This is an optimization exercise on Yosys and OpenROAD, whose aim is small area, a short achievable clock period and few clock cycles per item, not a production implementation. No functional check of the RTL was part of any run shown here.

## flow/design.v (module list and top-level ports; edited modules follow where they fit)
// module mandel_engine: 105 lines
// module mandel_dp: 1701 lines
// module mandel_fa: 10 lines
module mandel_engine #(
    parameter int BITS      = 16,
    parameter int ITER_BITS = 7
) (
    input  logic                   clk,
    input  logic                   rst_n,
    input  logic                   in_valid,
    output logic                   in_ready,
    input  logic signed [BITS-1:0] in_x,
    input  logic signed [BITS-1:0] in_y,
    input  logic                   julia_mode,
    input  logic signed [BITS-1:0] julia_cx,
    input  logic signed [BITS-1:0] julia_cy,
    input  logic [ITER_BITS-1:0]   max_iter,
    input  logic                   abort,
    output logic                   out_valid,
    input  logic                   out_ready,
    output logic [ITER_BITS-1:0]   out_iter,
    output logic                   out_escaped,
    output logic                   busy
);
  // ...
==> flow/flow/run.sh <==
#!/bin/bash
# The standard layout (standard.sh), with the port buffers made from
# sky130_fd_sc_hd__buf_1 cells instead of the default choice of a delay buffer.
set -euo pipefail
export BUFFER_PORTS_ARGS="-buffer_cell sky130_fd_sc_hd__buf_1"
bash standard.sh > standard.log 2>&1
==> flow/standard.sh <==
#!/bin/bash
# synth_recipe.tcl (not shown) runs the flow's synth.tcl, then flattens the netlist and writes it again
# the make line also repeats each setting of config.mk as NAME=value (left out here)
make -C /OpenROAD-flow-scripts/flow DESIGN_CONFIG=/design/flow/config.mk WORK_HOME=/design/flow/orfs CLKGATE_MAP_FILE= SYNTH_SCRIPT=/design/flow/synth_recipe.tcl "${@:-finish}"
==> flow/config.mk <==
export PLATFORM = sky130hd
export DESIGN_NAME = mandel_engine
export DESIGN_NICKNAME = mandel_engine
export VERILOG_FILES = /design/flow/design.v
export SDC_FILE = /design/flow/constraint.sdc
export NUM_CORES = 4
export LEC_CHECK = 0
export CAP_MARGIN = 20
export CORE_MARGIN = 2
export CORE_UTILIZATION = 65
export CTS_BUF_LIST = sky130_fd_sc_hd__clkbuf_8
export PLACE_DENSITY = 0.75
export SLEW_MARGIN = 20
export SYNTH_HIERARCHICAL = 1
export SYNTH_MINIMUM_KEEP_SIZE = 0
==> flow/constraint.sdc <==
create_clock -name core_clock -period 14.0 [get_ports {clk}]
set_input_delay 2.8000 -clock core_clock [delete_from_list [all_inputs] [get_ports {clk}]]
set_output_delay 2.8000 -clock core_clock [all_outputs]
set_load 0.01 [all_outputs]
==> summary.txt, run 1 <==
Clock tree
  – Setup repair bufs after CTS: 0

Worst hold path
  – Worst Hold Path EP: stop_q$_SDFFE_PP0P_

Logic synthesis
  – Largest family of logic cells by synthesized area: adder cells
  – Synth Cell Area: 18500 um2
  – Number of synthesized register bits: 117
  – Yosys warns: 7
  – Netlist cell types: 71
  – Post-synth top flop: edfxtp_1
  – Ys async rst share: 0%
  – Post-synthesis compound-gate area fraction: 5.04%
  – Number of synthesized flops with an enable pin: 72

Final layout
  – Fillers: 2061
  – Seq area share: 15.7%
  – Fin area: 19500 um2
  – Post-layout util: 70.0%
  – Area occupied by multi-input gates: 14700 um2
  – Layout clock buffers: 17
  – Layout area overhead: 5.65%
  – Commonest non-fill, non-tap cell in the layout: fa_1
  – Sequential Area: 3060 um2

Place
  – Pre-CTS setup slack: 6980 ps

GRT
  – Initial antenna violation count: 0
  – First-pass GRT wire length: 75200 um
  – Vias in the first global route: 14396

Critical path
  – CP delay by family, top: adder cells
  – Critical path type: register to register

Floorplanning
  – Die ar.: 29800 um2

Route
  – Top Metal Used: met4
  – DRC violations left: 0
  – Routed WL: 45800 um

Timing
  – Worst-Margin Slew: 1030 ps
  – Relative slew slack: 31.0%
  – Hold slack: 565 ps
  – Hold Vio Cnt, Final: 0
  – RSZ-0062 raised after global routing: no
  – Setup violators final: 0
  – Max Clock Freq: 0.147 GHz

Outcome
  – Status: finished clean
==> run 2, diff against run 1 <==
--- a/flow/design.v
+++ b/flow/design.v
@@ -1366,102 +1366,17 @@
     wire s837, c837;
     mandel_fa us837 (.a(c803), .b(s820), .c(c819), .s(s837), .co(c837));
     wire s838, c838;
     mandel_fa us838 (.a(s805), .b(s821), .c(c820), .s(s838), .co(c838));
     wire s839, c839;
     mandel_fa us839 (.a(s822), .b(c805), .c(c821), .s(s839), .co(c839));
     wire [16:0] mg0 = {s839, s838, s837, c835, s835, c833, c832, s832, c830, c829, c828, c827, c826, c825, c824, c823, s823};
     wire [16:0] mg1 = {c838, c837, c836, s836, c834, s834, s833, c831, s831, s830, s829, s828, s827, s826, s825, s824, qxls[13]};
-    wire [16:0] mag_p = mg0 ^ mg1;
-    wire [16:0] mag_g = mg0 & mg1;
-    wire mag_G0_1 = mag_g[1] | (mag_p[1] & mag_g[0]);
-    wire mag_P0_1 = mag_p[1] & mag_p[0];
-    wire mag_G0_3 = mag_g[3] | (mag_p[3] & mag_g[2]);
-    wire mag_P0_3 = mag_p[3] & mag_p[2];
-    wire mag_G0_5 = mag_g[5] | (mag_p[5] & mag_g[4]);
-    wire mag_P0_5 = mag_p[5] & mag_p[4];
-    wire mag_G0_7 = mag_g[7] | (mag_p[7] & mag_g[6]);
-    wire mag_P0_7 = mag_p[7] & mag_p[6];
-    wire mag_G0_9 = mag_g[9] | (mag_p[9] & mag_g[8]);
-    wire mag_P0_9 = mag_p[9] & mag_p[8];
-    wire mag_G0_11 = mag_g[11] | (mag_p[11] & mag_g[10]);
-    wire mag_P0_11 = mag_p[11] & mag_p[10];
-    wire mag_G0_13 = mag_g[13] | (mag_p[13] & mag_g[12]);
-    wire mag_P0_13 = mag_p[13] & mag_p[12];
-    wire mag_G0_15 = mag_g[15] | (mag_p[15] & mag_g[14]);
-    wire mag_P0_15 = mag_p[15] & mag_p[14];
-    wire mag_G1_2 = mag_g[2] | (mag_p[2] & mag_G0_1);
-    wire mag_P1_2 = mag_p[2] & mag_P0_1;
-    wire mag_G1_3 = mag_G0_3 | (mag_P0_3 & mag_G0_1);
-    wire mag_P1_3 = mag_P0_3 & mag_P0_1;
-    wire mag_G1_6 = mag_g[6] | (mag_p[6] & mag_G0_5);
-    wire mag_P1_6 = mag_p[6] & mag_P0_5;
-    wire mag_G1_7 = mag_G0_7 | (mag_P0_7 & mag_G0_5);
-    wire mag_P1_7 = mag_P0_7 & mag_P0_5;
-    wire mag_G1_10 = mag_g[10] | (mag_p[10] & mag_G0_9);
-    wire mag_P1_10 = mag_p[10] & mag_P0_9;
-    wire mag_G1_11 = mag_G0_11 | (mag_P0_11 & mag_G0_9);
-    wire mag_P1_11 = mag_P0_11 & mag_P0_9;
-    wire mag_G1_14 = mag_g[14] | (mag_p[14] & mag_G0_13);
-    wire mag_P1_14 = mag_p[14] & mag_P0_13;
-    wire mag_G1_15 = mag_G0_15 | (mag_P0_15 & mag_G0_13);
-    wire mag_P1_15 = mag_P0_15 & mag_P0_13;
-    wire mag_G2_4 = mag_g[4] | (mag_p[4] & mag_G1_3);
-    wire mag_P2_4 = mag_p[4] & mag_P1_3;
-    wire mag_G2_5 = mag_G0_5 | (mag_P0_5 & mag_G1_3);
-    wire mag_P2_5 = mag_P0_5 & mag_P1_3;
-    wire mag_G2_6 = mag_G1_6 | (mag_P1_6 & mag_G1_3);
-    wire mag_P2_6 = mag_P1_6 & mag_P1_3;
-    wire mag_G2_7 = mag_G1_7 | (mag_P1_7 & mag_G1_3);
-    wire mag_P2_7 = mag_P1_7 & mag_P1_3;
-    wire mag_G2_12 = mag_g[12] | (mag_p[12] & mag_G1_11);
-    wire mag_P2_12 = mag_p[12] & mag_P1_11;
-    wire mag_G2_13 = mag_G0_13 | (mag_P0_13 & mag_G1_11);
-    wire mag_P2_13 = mag_P0_13 & mag_P1_11;
-    wire mag_G2_14 = mag_G1_14 | (mag_P1_14 & mag_G1_11);
-    wire mag_P2_14 = mag_P1_14 & mag_P1_11;
-    wire mag_G2_15 = mag_G1_15 | (mag_P1_15 & mag_G1_11);
-    wire mag_P2_15 = mag_P1_15 & mag_P1_11;
-    wire mag_G3_8 = mag_g[8] | (mag_p[8] & mag_G2_7);
-    wire mag_P3_8 = mag_p[8] & mag_P2_7;
-    wire mag_G3_9 = mag_G0_9 | (mag_P0_9 & mag_G2_7);
-    wire mag_P3_9 = mag_P0_9 & mag_P2_7;
-    wire mag_G3_10 = mag_G1_10 | (mag_P1_10 & mag_G2_7);
-    wire mag_P3_10 = mag_P1_10 & mag_P2_7;
-    wire mag_G3_11 = mag_G1_11 | (mag_P1_11 & mag_G2_7);
-    wire mag_P3_11 = mag_P1_11 & mag_P2_7;
-    wire mag_G3_12 = mag_G2_12 | (mag_P2_12 & mag_G2_7);
-    wire mag_P3_12 = mag_P2_12 & mag_P2_7;
-    wire mag_G3_13 = mag_G2_13 | (mag_P2_13 & mag_G2_7);
-    wire mag_P3_13 = mag_P2_13 & mag_P2_7;
-    wire mag_G3_14 = mag_G2_14 | (mag_P2_14 & mag_G2_7);
-    wire mag_P3_14 = mag_P2_14 & mag_P2_7;
-    wire mag_G3_15 = mag_G2_15 | (mag_P2_15 & mag_G2_7);
-    wire mag_P3_15 = mag_P2_15 & mag_P2_7;
-    wire mag_G4_16 = mag_g[16] | (mag_p[16] & mag_G3_15);
-    wire mag_P4_16 = mag_p[16] & mag_P3_15;
-    wire [16:0] mag;
-    assign mag[0] = mag_p[0] ^ qyls[13];
-    assign mag[1] = mag_p[1] ^ (mag_g[0] | (mag_p[0] & qyls[13]));
-    assign mag[2] = mag_p[2] ^ (mag_G0_1 | (mag_P0_1 & qyls[13]));
-    assign mag[3] = mag_p[3] ^ (mag_G1_2 | (mag_P1_2 & qyls[13]));
-    assign mag[4] = mag_p[4] ^ (mag_G1_3 | (mag_P1_3 & qyls[13]));
-    assign mag[5] = mag_p[5] ^ (mag_G2_4 | (mag_P2_4 & qyls[13]));
-    assign mag[6] = mag_p[6] ^ (mag_G2_5 | (mag_P2_5 & qyls[13]));
-    assign mag[7] = mag_p[7] ^ (mag_G2_6 | (mag_P2_6 & qyls[13]));
-    assign mag[8] = mag_p[8] ^ (mag_G2_7 | (mag_P2_7 & qyls[13]));
-    assign mag[9] = mag_p[9] ^ (mag_G3_8 | (mag_P3_8 & qyls[13]));
-    assign mag[10] = mag_p[10] ^ (mag_G3_9 | (mag_P3_9 & qyls[13]));
-    assign mag[11] = mag_p[11] ^ (mag_G3_10 | (mag_P3_10 & qyls[13]));
-    assign mag[12] = mag_p[12] ^ (mag_G3_11 | (mag_P3_11 & qyls[13]));
-    assign mag[13] = mag_p[13] ^ (mag_G3_12 | (mag_P3_12 & qyls[13]));
-    assign mag[14] = mag_p[14] ^ (mag_G3_13 | (mag_P3_13 & qyls[13]));
-    assign mag[15] = mag_p[15] ^ (mag_G3_14 | (mag_P3_14 & qyls[13]));
-    assign mag[16] = mag_p[16] ^ (mag_G3_15 | (mag_P3_15 & qyls[13]));
+    wire [16:0] mag = mg0 + mg1 + qyls[13];
     wire ny840 = ~c351;
     wire ny841 = ~s352;
     wire ny842 = ~c352;
     wire ny843 = ~s353;
     wire ny844 = ~c353;
     wire ny845 = ~s354;
     wire ny846 = ~c354;
     wire ny847 = ~s355;
@@ -1621,190 +1536,20 @@
     wire s937, c937;
     mandel_fa us937 (.a(c900), .b(s920), .c(c919), .s(s937), .co(c937));
     wire s938, c938;
     mandel_fa us938 (.a(c902), .b(s921), .c(c920), .s(s938), .co(c938));
     wire s939, c939;
     mandel_fa us939 (.a(c904), .b(s922), .c(c921), .s(s939), .co(c939));
     wire [16:0] xs0 = {s939, s938, s937, c935, s935, c933, s933, s932, c930, c929, c928, c927, c926, c925, c924, c923, s923};
     wire [16:0] xs1 = {c938, c937, c936, s936, c934, s934, c932, c931, s931, s930, s929, s928, s927, s926, s925, s924, ny872};
-    wire [16:0] xn17_p = xs0 ^ xs1;
-    wire [16:0] xn17_g = xs0 & xs1;
-    wire xn17_G0_1 = xn17_g[1] | (xn17_p[1] & xn17_g[0]);
-    wire xn17_P0_1 = xn17_p[1] & xn17_p[0];
-    wire xn17_G0_3 = xn17_g[3] | (xn17_p[3] & xn17_g[2]);
-    wire xn17_P0_3 = xn17_p[3] & xn17_p[2];
-    wire xn17_G0_5 = xn17_g[5] | (xn17_p[5] & xn17_g[4]);
-    wire xn17_P0_5 = xn17_p[5] & xn17_p[4];
-    wire xn17_G0_7 = xn17_g[7] | (xn17_p[7] & xn17_g[6]);
-    wire xn17_P0_7 = xn17_p[7] & xn17_p[6];
-    wire xn17_G0_9 = xn17_g[9] | (xn17_p[9] & xn17_g[8]);
-    wire xn17_P0_9 = xn17_p[9] & xn17_p[8];
-    wire xn17_G0_11 = xn17_g[11] | (xn17_p[11] & xn17_g[10]);
-    wire xn17_P0_11 = xn17_p[11] & xn17_p[10];
-    wire xn17_G0_13 = xn17_g[13] | (xn17_p[13] & xn17_g[12]);
-    wire xn17_P0_13 = xn17_p[13] & xn17_p[12];
-    wire xn17_G0_15 = xn17_g[15] | (xn17_p[15] & xn17_g[14]);
-    wire xn17_P0_15 = xn17_p[15] & xn17_p[14];
-    wire xn17_G1_2 = xn17_g[2] | (xn17_p[2] & xn17_G0_1);
-    wire xn17_P1_2 = xn17_p[2] & xn17_P0_1;
-    wire xn17_G1_3 = xn17_G0_3 | (xn17_P0_3 & xn17_G0_1);
-    wire xn17_P1_3 = xn17_P0_3 & xn17_P0_1;
-    wire xn17_G1_6 = xn17_g[6] | (xn17_p[6] & xn17_G0_5);
-    wire xn17_P1_6 = xn17_p[6] & xn17_P0_5;
-    wire xn17_G1_7 = xn17_G0_7 | (xn17_P0_7 & xn17_G0_5);
-    wire xn17_P1_7 = xn17_P0_7 & xn17_P0_5;
-    wire xn17_G1_10 = xn17_g[10] | (xn17_p[10] & xn17_G0_9);
-    wire xn17_P1_10 = xn17_p[10] & xn17_P0_9;
-    wire xn17_G1_11 = xn17_G0_11 | (xn17_P0_11 & xn17_G0_9);
-    wire xn17_P1_11 = xn17_P0_11 & xn17_P0_9;
-    wire xn17_G1_14 = xn17_g[14] | (xn17_p[14] & xn17_G0_13);
-    wire xn17_P1_14 = xn17_p[14] & xn17_P0_13;
-    wire xn17_G1_15 = xn17_G0_15 | (xn17_P0_15 & xn17_G0_13);
-    wire xn17_P1_15 = xn17_P0_15 & xn17_P0_13;
-    wire xn17_G2_4 = xn17_g[4] | (xn17_p[4] & xn17_G1_3);
-    wire xn17_P2_4 = xn17_p[4] & xn17_P1_3;
-    wire xn17_G2_5 = xn17_G0_5 | (xn17_P0_5 & xn17_G1_3);
-    wire xn17_P2_5 = xn17_P0_5 & xn17_P1_3;
-    wire xn17_G2_6 = xn17_G1_6 | (xn17_P1_6 & xn17_G1_3);
-    wire xn17_P2_6 = xn17_P1_6 & xn17_P1_3;
-    wire xn17_G2_7 = xn17_G1_7 | (xn17_P1_7 & xn17_G1_3);
-    wire xn17_P2_7 = xn17_P1_7 & xn17_P1_3;
-    wire xn17_G2_12 = xn17_g[12] | (xn17_p[12] & xn17_G1_11);
-    wire xn17_P2_12 = xn17_p[12] & xn17_P1_11;
-    wire xn17_G2_13 = xn17_G0_13 | (xn17_P0_13 & xn17_G1_11);
-    wire xn17_P2_13 = xn17_P0_13 & xn17_P1_11;
-    wire xn17_G2_14 = xn17_G1_14 | (xn17_P1_14 & xn17_G1_11);
-    wire xn17_P2_14 = xn17_P1_14 & xn17_P1_11;
-    wire xn17_G2_15 = xn17_G1_15 | (xn17_P1_15 & xn17_G1_11);
-    wire xn17_P2_15 = xn17_P1_15 & xn17_P1_11;
-    wire xn17_G3_8 = xn17_g[8] | (xn17_p[8] & xn17_G2_7);
-    wire xn17_P3_8 = xn17_p[8] & xn17_P2_7;
-    wire xn17_G3_9 = xn17_G0_9 | (xn17_P0_9 & xn17_G2_7);
-    wire xn17_P3_9 = xn17_P0_9 & xn17_P2_7;
-    wire xn17_G3_10 = xn17_G1_10 | (xn17_P1_10 & xn17_G2_7);
-    wire xn17_P3_10 = xn17_P1_10 & xn17_P2_7;
-    wire xn17_G3_11 = xn17_G1_11 | (xn17_P1_11 & xn17_G2_7);
-    wire xn17_P3_11 = xn17_P1_11 & xn17_P2_7;
-    wire xn17_G3_12 = xn17_G2_12 | (xn17_P2_12 & xn17_G2_7);
-    wire xn17_P3_12 = xn17_P2_12 & xn17_P2_7;
-    wire xn17_G3_13 = xn17_G2_13 | (xn17_P2_13 & xn17_G2_7);
-    wire xn17_P3_13 = xn17_P2_13 & xn17_P2_7;
-    wire xn17_G3_14 = xn17_G2_14 | (xn17_P2_14 & xn17_G2_7);
-    wire xn17_P3_14 = xn17_P2_14 & xn17_P2_7;
-    wire xn17_G3_15 = xn17_G2_15 | (xn17_P2_15 & xn17_G2_7);
-    wire xn17_P3_15 = xn17_P2_15 & xn17_P2_7;
-    wire xn17_G4_16 = xn17_g[16] | (xn17_p[16] & xn17_G3_15);
-    wire xn17_P4_16 = xn17_p[16] & xn17_P3_15;
-    wire [16:0] xn17;
-    assign xn17[0] = xn17_p[0] ^ qxls[13];
-    assign xn17[1] = xn17_p[1] ^ (xn17_g[0] | (xn17_p[0] & qxls[13]));
-    assign xn17[2] = xn17_p[2] ^ (xn17_G0_1 | (xn17_P0_1 & qxls[13]));
-    assign xn17[3] = xn17_p[3] ^ (xn17_G1_2 | (xn17_P1_2 & qxls[13]));
-    assign xn17[4] = xn17_p[4] ^ (xn17_G1_3 | (xn17_P1_3 & qxls[13]));
-    assign xn17[5] = xn17_p[5] ^ (xn17_G2_4 | (xn17_P2_4 & qxls[13]));
-    assign xn17[6] = xn17_p[6] ^ (xn17_G2_5 | (xn17_P2_5 & qxls[13]));
-    assign xn17[7] = xn17_p[7] ^ (xn17_G2_6 | (xn17_P2_6 & qxls[13]));
-    assign xn17[8] = xn17_p[8] ^ (xn17_G2_7 | (xn17_P2_7 & qxls[13]));
-    assign xn17[9] = xn17_p[9] ^ (xn17_G3_8 | (xn17_P3_8 & qxls[13]));
-    assign xn17[10] = xn17_p[10] ^ (xn17_G3_9 | (xn17_P3_9 & qxls[13]));
-    assign xn17[11] = xn17_p[11] ^ (xn17_G3_10 | (xn17_P3_10 & qxls[13]));
-    assign xn17[12] = xn17_p[12] ^ (xn17_G3_11 | (xn17_P3_11 & qxls[13]));
-    assign xn17[13] = xn17_p[13] ^ (xn17_G3_12 | (xn17_P3_12 & qxls[13]));
-    assign xn17[14] = xn17_p[14] ^ (xn17_G3_13 | (xn17_P3_13 & qxls[13]));
-    assign xn17[15] = xn17_p[15] ^ (xn17_G3_14 | (xn17_P3_14 & qxls[13]));
-    assign xn17[16] = xn17_p[16] ^ (xn17_G3_15 | (xn17_P3_15 & qxls[13]));
+    wire [16:0] xn17 = xs0 + xs1 + qxls[13];
     wire [16:0] ys0 = {s789, s788, c786, s786, c784, c783, c782, s782, c780, c779, c778, c777, c776, c775, c774, c773, c772};
     wire [16:0] ys1 = {c788, c787, s787, c785, s785, s784, s783, c781, s781, s780, s779, s778, s777, s776, s775, s774, s773};
-    wire [16:0] yn17_p = ys0 ^ ys1;
-    wire [16:0] yn17_g = ys0 & ys1;
-    wire yn17_G0_1 = yn17_g[1] | (yn17_p[1] & yn17_g[0]);
-    wire yn17_P0_1 = yn17_p[1] & yn17_p[0];
-    wire yn17_G0_3 = yn17_g[3] | (yn17_p[3] & yn17_g[2]);
-    wire yn17_P0_3 = yn17_p[3] & yn17_p[2];
-    wire yn17_G0_5 = yn17_g[5] | (yn17_p[5] & yn17_g[4]);
-    wire yn17_P0_5 = yn17_p[5] & yn17_p[4];
-    wire yn17_G0_7 = yn17_g[7] | (yn17_p[7] & yn17_g[6]);
-    wire yn17_P0_7 = yn17_p[7] & yn17_p[6];
-    wire yn17_G0_9 = yn17_g[9] | (yn17_p[9] & yn17_g[8]);
-    wire yn17_P0_9 = yn17_p[9] & yn17_p[8];
-    wire yn17_G0_11 = yn17_g[11] | (yn17_p[11] & yn17_g[10]);
-    wire yn17_P0_11 = yn17_p[11] & yn17_p[10];
-    wire yn17_G0_13 = yn17_g[13] | (yn17_p[13] & yn17_g[12]);
-    wire yn17_P0_13 = yn17_p[13] & yn17_p[12];
-    wire yn17_G0_15 = yn17_g[15] | (yn17_p[15] & yn17_g[14]);
-    wire yn17_P0_15 = yn17_p[15] & yn17_p[14];
-    wire yn17_G1_2 = yn17_g[2] | (yn17_p[2] & yn17_G0_1);
-    wire yn17_P1_2 = yn17_p[2] & yn17_P0_1;
-    wire yn17_G1_3 = yn17_G0_3 | (yn17_P0_3 & yn17_G0_1);
-    wire yn17_P1_3 = yn17_P0_3 & yn17_P0_1;
-    wire yn17_G1_6 = yn17_g[6] | (yn17_p[6] & yn17_G0_5);
-    wire yn17_P1_6 = yn17_p[6] & yn17_P0_5;
-    wire yn17_G1_7 = yn17_G0_7 | (yn17_P0_7 & yn17_G0_5);
-    wire yn17_P1_7 = yn17_P0_7 & yn17_P0_5;
-    wire yn17_G1_10 = yn17_g[10] | (yn17_p[10] & yn17_G0_9);
-    wire yn17_P1_10 = yn17_p[10] & yn17_P0_9;
-    wire yn17_G1_11 = yn17_G0_11 | (yn17_P0_11 & yn17_G0_9);
-    wire yn17_P1_11 = yn17_P0_11 & yn17_P0_9;
-    wire yn17_G1_14 = yn17_g[14] | (yn17_p[14] & yn17_G0_13);
-    wire yn17_P1_14 = yn17_p[14] & yn17_P0_13;
-    wire yn17_G1_15 = yn17_G0_15 | (yn17_P0_15 & yn17_G0_13);
-    wire yn17_P1_15 = yn17_P0_15 & yn17_P0_13;
-    wire yn17_G2_4 = yn17_g[4] | (yn17_p[4] & yn17_G1_3);
-    wire yn17_P2_4 = yn17_p[4] & yn17_P1_3;
-    wire yn17_G2_5 = yn17_G0_5 | (yn17_P0_5 & yn17_G1_3);
-    wire yn17_P2_5 = yn17_P0_5 & yn17_P1_3;
-    wire yn17_G2_6 = yn17_G1_6 | (yn17_P1_6 & yn17_G1_3);
-    wire yn17_P2_6 = yn17_P1_6 & yn17_P1_3;
-    wire yn17_G2_7 = yn17_G1_7 | (yn17_P1_7 & yn17_G1_3);
-    wire yn17_P2_7 = yn17_P1_7 & yn17_P1_3;
-    wire yn17_G2_12 = yn17_g[12] | (yn17_p[12] & yn17_G1_11);
-    wire yn17_P2_12 = yn17_p[12] & yn17_P1_11;
-    wire yn17_G2_13 = yn17_G0_13 | (yn17_P0_13 & yn17_G1_11);
-    wire yn17_P2_13 = yn17_P0_13 & yn17_P1_11;
-    wire yn17_G2_14 = yn17_G1_14 | (yn17_P1_14 & yn17_G1_11);
-    wire yn17_P2_14 = yn17_P1_14 & yn17_P1_11;
-    wire yn17_G2_15 = yn17_G1_15 | (yn17_P1_15 & yn17_G1_11);
-    wire yn17_P2_15 = yn17_P1_15 & yn17_P1_11;
-    wire yn17_G3_8 = yn17_g[8] | (yn17_p[8] & yn17_G2_7);
-    wire yn17_P3_8 = yn17_p[8] & yn17_P2_7;
-    wire yn17_G3_9 = yn17_G0_9 | (yn17_P0_9 & yn17_G2_7);
-    wire yn17_P3_9 = yn17_P0_9 & yn17_P2_7;
-    wire yn17_G3_10 = yn17_G1_10 | (yn17_P1_10 & yn17_G2_7);
-    wire yn17_P3_10 = yn17_P1_10 & yn17_P2_7;
-    wire yn17_G3_11 = yn17_G1_11 | (yn17_P1_11 & yn17_G2_7);
-    wire yn17_P3_11 = yn17_P1_11 & yn17_P2_7;
-    wire yn17_G3_12 = yn17_G2_12 | (yn17_P2_12 & yn17_G2_7);
-    wire yn17_P3_12 = yn17_P2_12 & yn17_P2_7;
-    wire yn17_G3_13 = yn17_G2_13 | (yn17_P2_13 & yn17_G2_7);
-    wire yn17_P3_13 = yn17_P2_13 & yn17_P2_7;
-    wire yn17_G3_14 = yn17_G2_14 | (yn17_P2_14 & yn17_G2_7);
-    wire yn17_P3_14 = yn17_P2_14 & yn17_P2_7;
-    wire yn17_G3_15 = yn17_G2_15 | (yn17_P2_15 & yn17_G2_7);
-    wire yn17_P3_15 = yn17_P2_15 & yn17_P2_7;
-    wire yn17_G4_16 = yn17_g[16] | (yn17_p[16] & yn17_G3_15);
-    wire yn17_P4_16 = yn17_p[16] & yn17_P3_15;
-    wire [16:0] yn17;
-    assign yn17[0] = yn17_p[0] ^ mxyls[12];
-    assign yn17[1] = yn17_p[1] ^ (yn17_g[0] | (yn17_p[0] & mxyls[12]));
-    assign yn17[2] = yn17_p[2] ^ (yn17_G0_1 | (yn17_P0_1 & mxyls[12]));
-    assign yn17[3] = yn17_p[3] ^ (yn17_G1_2 | (yn17_P1_2 & mxyls[12]));
-    assign yn17[4] = yn17_p[4] ^ (yn17_G1_3 | (yn17_P1_3 & mxyls[12]));
-    assign yn17[5] = yn17_p[5] ^ (yn17_G2_4 | (yn17_P2_4 & mxyls[12]));
-    assign yn17[6] = yn17_p[6] ^ (yn17_G2_5 | (yn17_P2_5 & mxyls[12]));
-    assign yn17[7] = yn17_p[7] ^ (yn17_G2_6 | (yn17_P2_6 & mxyls[12]));
-    assign yn17[8] = yn17_p[8] ^ (yn17_G2_7 | (yn17_P2_7 & mxyls[12]));
-    assign yn17[9] = yn17_p[9] ^ (yn17_G3_8 | (yn17_P3_8 & mxyls[12]));
-    assign yn17[10] = yn17_p[10] ^ (yn17_G3_9 | (yn17_P3_9 & mxyls[12]));
-    assign yn17[11] = yn17_p[11] ^ (yn17_G3_10 | (yn17_P3_10 & mxyls[12]));
-    assign yn17[12] = yn17_p[12] ^ (yn17_G3_11 | (yn17_P3_11 & mxyls[12]));
-    assign yn17[13] = yn17_p[13] ^ (yn17_G3_12 | (yn17_P3_12 & mxyls[12]));
-    assign yn17[14] = yn17_p[14] ^ (yn17_G3_13 | (yn17_P3_13 & mxyls[12]));
-    assign yn17[15] = yn17_p[15] ^ (yn17_G3_14 | (yn17_P3_14 & mxyls[12]));
-    assign yn17[16] = yn17_p[16] ^ (yn17_G3_15 | (yn17_P3_15 & mxyls[12]));
+    wire [16:0] yn17 = ys0 + ys1 + mxyls[12];
     assign xn   = xn17;
     assign yn   = yn17;
     assign mesc = big | mag[16];
 endmodule
 module mandel_fa (
     input  logic a,
     input  logic b,
     input  logic c,
==> flow/config.mk (replaced) <==
export PLATFORM = sky130hd
export DESIGN_NAME = mandel_engine
export DESIGN_NICKNAME = mandel_engine
export VERILOG_FILES = /design/flow/design.v
export SDC_FILE = /design/flow/constraint.sdc
export NUM_CORES = 4
export LEC_CHECK = 0
export CAP_MARGIN = 20
export CORE_MARGIN = 2
export CORE_UTILIZATION = 40
export SLEW_MARGIN = 20
export SYNTH_HIERARCHICAL = 1
export SYNTH_MINIMUM_KEEP_SIZE = 0
==> run 2 against run 1 <==
Maximum frequency rose by 4.5%. Register-to-register slack improved by 290 ps. Die area rose by 61%. Still clean. Cell count rose by 10%. Cell area rose by 2.3%. Sequential share of layout area fell by 0.35 points. Clock-buffer cell count rose by 4. Hold slack got worse by 28 ps. Via count fell by 2.3%. Non-clock buffer count fell by 1.
==> summary.txt, run 2 <==
Clock tree
  – Cts repair resizes: 0 (unchanged)
  – Hold buffers post-CTS: 0 (unchanged)
  – CTS sink cnt: 117 (unchanged)
  – Maximum clock insertion buffer count: 2 (unchanged)
  – Setup repair bufs after CTS: 0 (unchanged)
  – Root Buffer: clkbuf_16 (was clkbuf_8)
  – CTS clock-pin slew for the worst setup and hold paths: 60 ps (was 90 ps)
  – TritonCTS clock tree: done (unchanged)
  – H-tree levels: 4 (unchanged)
  – Clock latency at the later pin of the worst-skew pair: 450 ps (was 480 ps)
  – Cts bufs inserted: 17 (unchanged)

Route
  – DR vias/cell: 5.44 (was 6.13)
  – Post-DRT Antenna Nets: 0 (unchanged)
  – Iter 0 DRT Violations: 681 (was 1196)
  – Pre-antenna DRT Iters: 5 (was 6)
  – Via count: 12840 (was 13145)
  – Routed WL: 46900 um (was 45800 um)
  – DRC violations left: 0 (unchanged)
  – Routed WL per cell: 19.9 um (was 21.4 um)

Floorplanning
  – Die Ht: 219 um (was 173 um)
  – Io pins: 88 (unchanged)
  – Rows: 78 (was 61)
  – Die ar.: 47900 um2 (was 29800 um2)
  – Core area: 45500 um2 (was 27900 um2)
  – Die W: 219 um (was 173 um)
  – Initial Utilization: 40.6% (was 66.3%)

Logic synthesis
  – Synth Cell Area: 18500 um2 (about the same)
  – Cell accounting for the most synthesized area: fa_1 (unchanged)
  – Netlist cell types: 66 (was 71)
  – Number of synthesized register bits: 117 (unchanged)
  – Top post-synthesis cells by area: fa_1 44%, edfxtp_1 12%, ha_1 10% (was fa_1 43%, edfxtp_1 12%, ha_1 11%)
  – Sequential area share after synthesis: 16.6% (about the same)
  – Most frequent cell after synthesis: fa_1 (unchanged)
  – Top cells by count, synth: 403 x fa_1, 396 x nor2_1, 153 x ha_1 (was 401 x fa_1, 399 x nor2_1, 155 x ha_1)
  – Mapped Cells: 1709 (was 1715)
  – Share of the synthesized area in the top cell type: 43.7% (was 43.5%)
  – Post-synth top flop: edfxtp_1 (unchanged)
  – Ys async rst share: 0% (unchanged)
  – Yosys warns: 7 (unchanged)
  – Avg Inst Size Synth: 10.8 um2 (about the same)
  – Number of synthesized flops with an enable pin: 72 (unchanged)

Critical path
  – Critical path arrival: 6880 ps (was 7180 ps)
  – Critical path startpoint: zyn_q[10]$_DFF_P_ (was zyn_q[14]$_DFF_P_)
  – Worst-path fanout max: 30 (was 26)
  – Top cell by count, worst path: fa_1 (unchanged)
  – Slowest-stage cell, CP: a211oi_1 (was a2111oi_1)
  – Worst reg2reg setup slack: 7500 ps (was 7200 ps)
  – Setup crit end kind: register (unchanged)
  – Worst R2R Path Depth: 20 (was 18)
  – CP endpoint: zyn_q[12]$_DFF_P_ (was mesc_q$_SDFF_PP0_)
  – Critical path type: register to register (unchanged)
  – Startpoint Class: register (unchanged)
  – Critical Path RT: 14370 ps (was 14380 ps)
  – Critical-path cell list: buf_4, nor2_1, fa_1, fa_1, fa_1, fa_1, fa_1, ha_1, o2111a_1, a221o_1, a31oi_1, fa_1, fa_1, nand2b_1, a211oi_1, o21ai_1, a21oi_2, nor4_1, a311o_1, mux2i_1 (was clkinv_1, nand2_1, fa_1, fa_1, fa_1, ha_1, fa_1, fa_1, ha_1, a21o_1, a21o_1, a21o_1, a21oi_1, o21ai_1, a2111oi_1, or3_1, nand4_1, and2_1)
  – Critical R2R Launch: zyn_q[10]$_DFF_P_ (was zyn_q[14]$_DFF_P_)
  – Crit Reg-Reg Endpoint: zyn_q[12]$_DFF_P_ (was mesc_q$_SDFF_PP0_)
  – Critical Path Max Stage Delay: 660 ps (was 740 ps)

Final layout
  – Commonest non-fill, non-tap cell in the layout: fa_1 (unchanged)
  – Final std cells w/o fill: 2361 (was 2144)
  – Final nets: 2380 (was 2386)
  – Layout area overhead: 7.97% (was 5.65%)
  – Fillers: 4332 (was 2061)
  – Commonest non-fill, non-tap cells in the layout: 403 x fa_1, 395 x nor2_1, 153 x ha_1, 86 x buf_1, 83 x inv_1 (was 401 x fa_1, 398 x nor2_1, 155 x ha_1, 86 x buf_1, 84 x inv_1)
  – Ratio of cells with drive above 1 in the final layout: 6.76% (was 7.30%)
  – Post-layout util: 43.9% (was 70.0%)

Outcome
  – Status: finished clean (unchanged)

Timing
  – Relative slew slack: 32.8% (was 31.0%)
  – Period utilization: 46.5% (was 48.6%)
  – Max Clock Freq: 0.154 GHz (was 0.147 GHz)
  – Worst-Margin Slew: 980 ps (was 1030 ps)
  – Setup violators final: 0 (unchanged)
  – Final setup TNS: 0 ps (unchanged)
  – Hold Vio Cnt, Final: 0 (unchanged)
  – Worst Clk Skew: 11.2 ps (was 20.4 ps)
  – Tmin final: 6500 ps (was 6800 ps)
  – RSZ-0062 raised after global routing: no (unchanged)
  – Max-slew violations: 0 (unchanged)

GRT
  – Largest net degree at the start of global routing: 46 (unchanged)
  – First-pass GRT wire length: 76300 um (was 75200 um)
  – Grt total ovfl: 0 (unchanged)
  – Initial antenna violation count: 1 (was 0)
  – Vias in the first global route: 14030 (was 14396)
  – GRT Total Usage: 20.9% (was 32.5%)

Place
  – HPWL after detailed placement: 35100 um (was 33600 um)
  – RD Place Congestion: 0.872 (was 0.922)
  – Port bufs: 87 (unchanged)
  – Number of placed cells counting well taps: 2328 (was 2112)

Worst hold path
  – Min-Delay Path Class: register to register (unchanged)

Flow run
  – Total of max-cap violations: 0 (unchanged)
## run 2: changes by cell type after synthesis, moves of 6 or more
cell and delta:
a21o_1 -11, o21ai_0 +12, a211oi_1 +6, nand2b_1 +6
o21a_1 +12, nand2_1 -13
## run 2: modules after synthesis, one instance, submodules excluded
module,area [um2],times used,cells inside,flops+latches
mandel_dp,5700,1,977,0
mandel_engine,4800,1,333,117
mandel_fa,20.0,399,1,0
## run 2: worst max-delay path: cells and delay by family (launching register included)
| family | cells | cell delay [ps] |
|---|---|---|
| fa+ha+maj | 8 | 3470 |
| compound gates | 7 | 1790 |
| simple gates | 3 | 370 |
| buf+inv | 1 | 340 |
| flops | 1 | 300 |
| mux | 1 | 120 |
## run 2: per-stage QoR
stage / cell area, um2 / worst slack [ps] / hold slack [ps]
after floorplan: 18500 / 8000 / 444
after global placement: 19400 / 7630 / 520
after detailed placement: 19400 / 7600 / 526
after CTS: 20000 / 7570 / 538
after global routing: 20000 / 7180 / 571
final: 20000 / 7500 / 537
## run 2: area by class of cell
class                           count  area [um2]  area share (%)
Clock buffer                       21         440            2.21
Multi-Input combinational cell   1407       14700            73.7
Antenna cell                        1        2.50          0.0125
Timing Repair Buffer              117         553            2.77
Clock inverter                     11         113           0.564
Inverter                           87         328            1.64
Sequential cell                   117        3060            15.3
Tap cell                          600         751            3.76
## run 2: metal layers
metal	up-vias	routed length, um	global-route usage, %
li1	5653	-	-
met5	-	0	0
met3	70	2110	3.05
met1	6763	19100	26.1
met4	0	1220	6.78
met2	354	24500	37.1
## run 2: how the worst min path moves through the flow
stage | startpoint | endpoint | slack [ps] | cells after the start
2_1_floorplan | zxn_q[1]$_DFF_P_ | sxn_q[1]$_DFFE_PP_ | 440 | 0
3_3_place_gp | stop_q$_SDFFE_PP0P_ | stop_q$_SDFFE_PP0P_ | 520 | 1
3_5_place_dp | stop_q$_SDFFE_PP0P_ | stop_q$_SDFFE_PP0P_ | 530 | 1
4_1_cts | stop_q$_SDFFE_PP0P_ | stop_q$_SDFFE_PP0P_ | 540 | 1
5_1_grt | stop_q$_SDFFE_PP0P_ | stop_q$_SDFFE_PP0P_ | 570 | 1
6_report | stop_q$_SDFFE_PP0P_ | stop_q$_SDFFE_PP0P_ | 540 | 1
## run 2: cell families after synthesis
logic type | Yosys count | synth area share (%)
and+or+nand+nor | 561 | 12.7
adders and majority gates | 556 | 54.0
buffers and inverters | 189 | 3.95
AOI/OAI and AO/OA | 149 | 5.69
DFF | 117 | 16.6
xor gates and xnor gates | 68 | 3.22
muxes | 67 | 3.86
other | 2 | 0.0406

port drivers added, routing unchanged:
The flow's constraints put no driver on any port. The routed layouts listed below were extracted and timed again, unchanged, in two steps.
Step 1 assumes that a clkbuf_16 drives the clock port and a buf_2 every other input.
Step 2 moves the port delays by t, midway between the first and last clock arrival at a register: inputs arrive t later, outputs are due t later. That takes back most of the time a late clock gives input paths.
Three values: ideal ports, drivers, drivers and shift; two values: the first two.
| run | shift t [ns] | setup slack, ns | worst register clock-pin slew, ns | worst slew at a driven data input, ns |
|---|---|---|---|---|
| run 1 | 0.514 | 7.202 / 7.202 / 7.202 | 0.09 / 0.09 | 0.04 |
| run 2 | 0.496 | 7.496 / 7.496 / 7.496 | 0.06 / 0.06 | 0.06 |
After both steps every run listed still meets setup and hold.
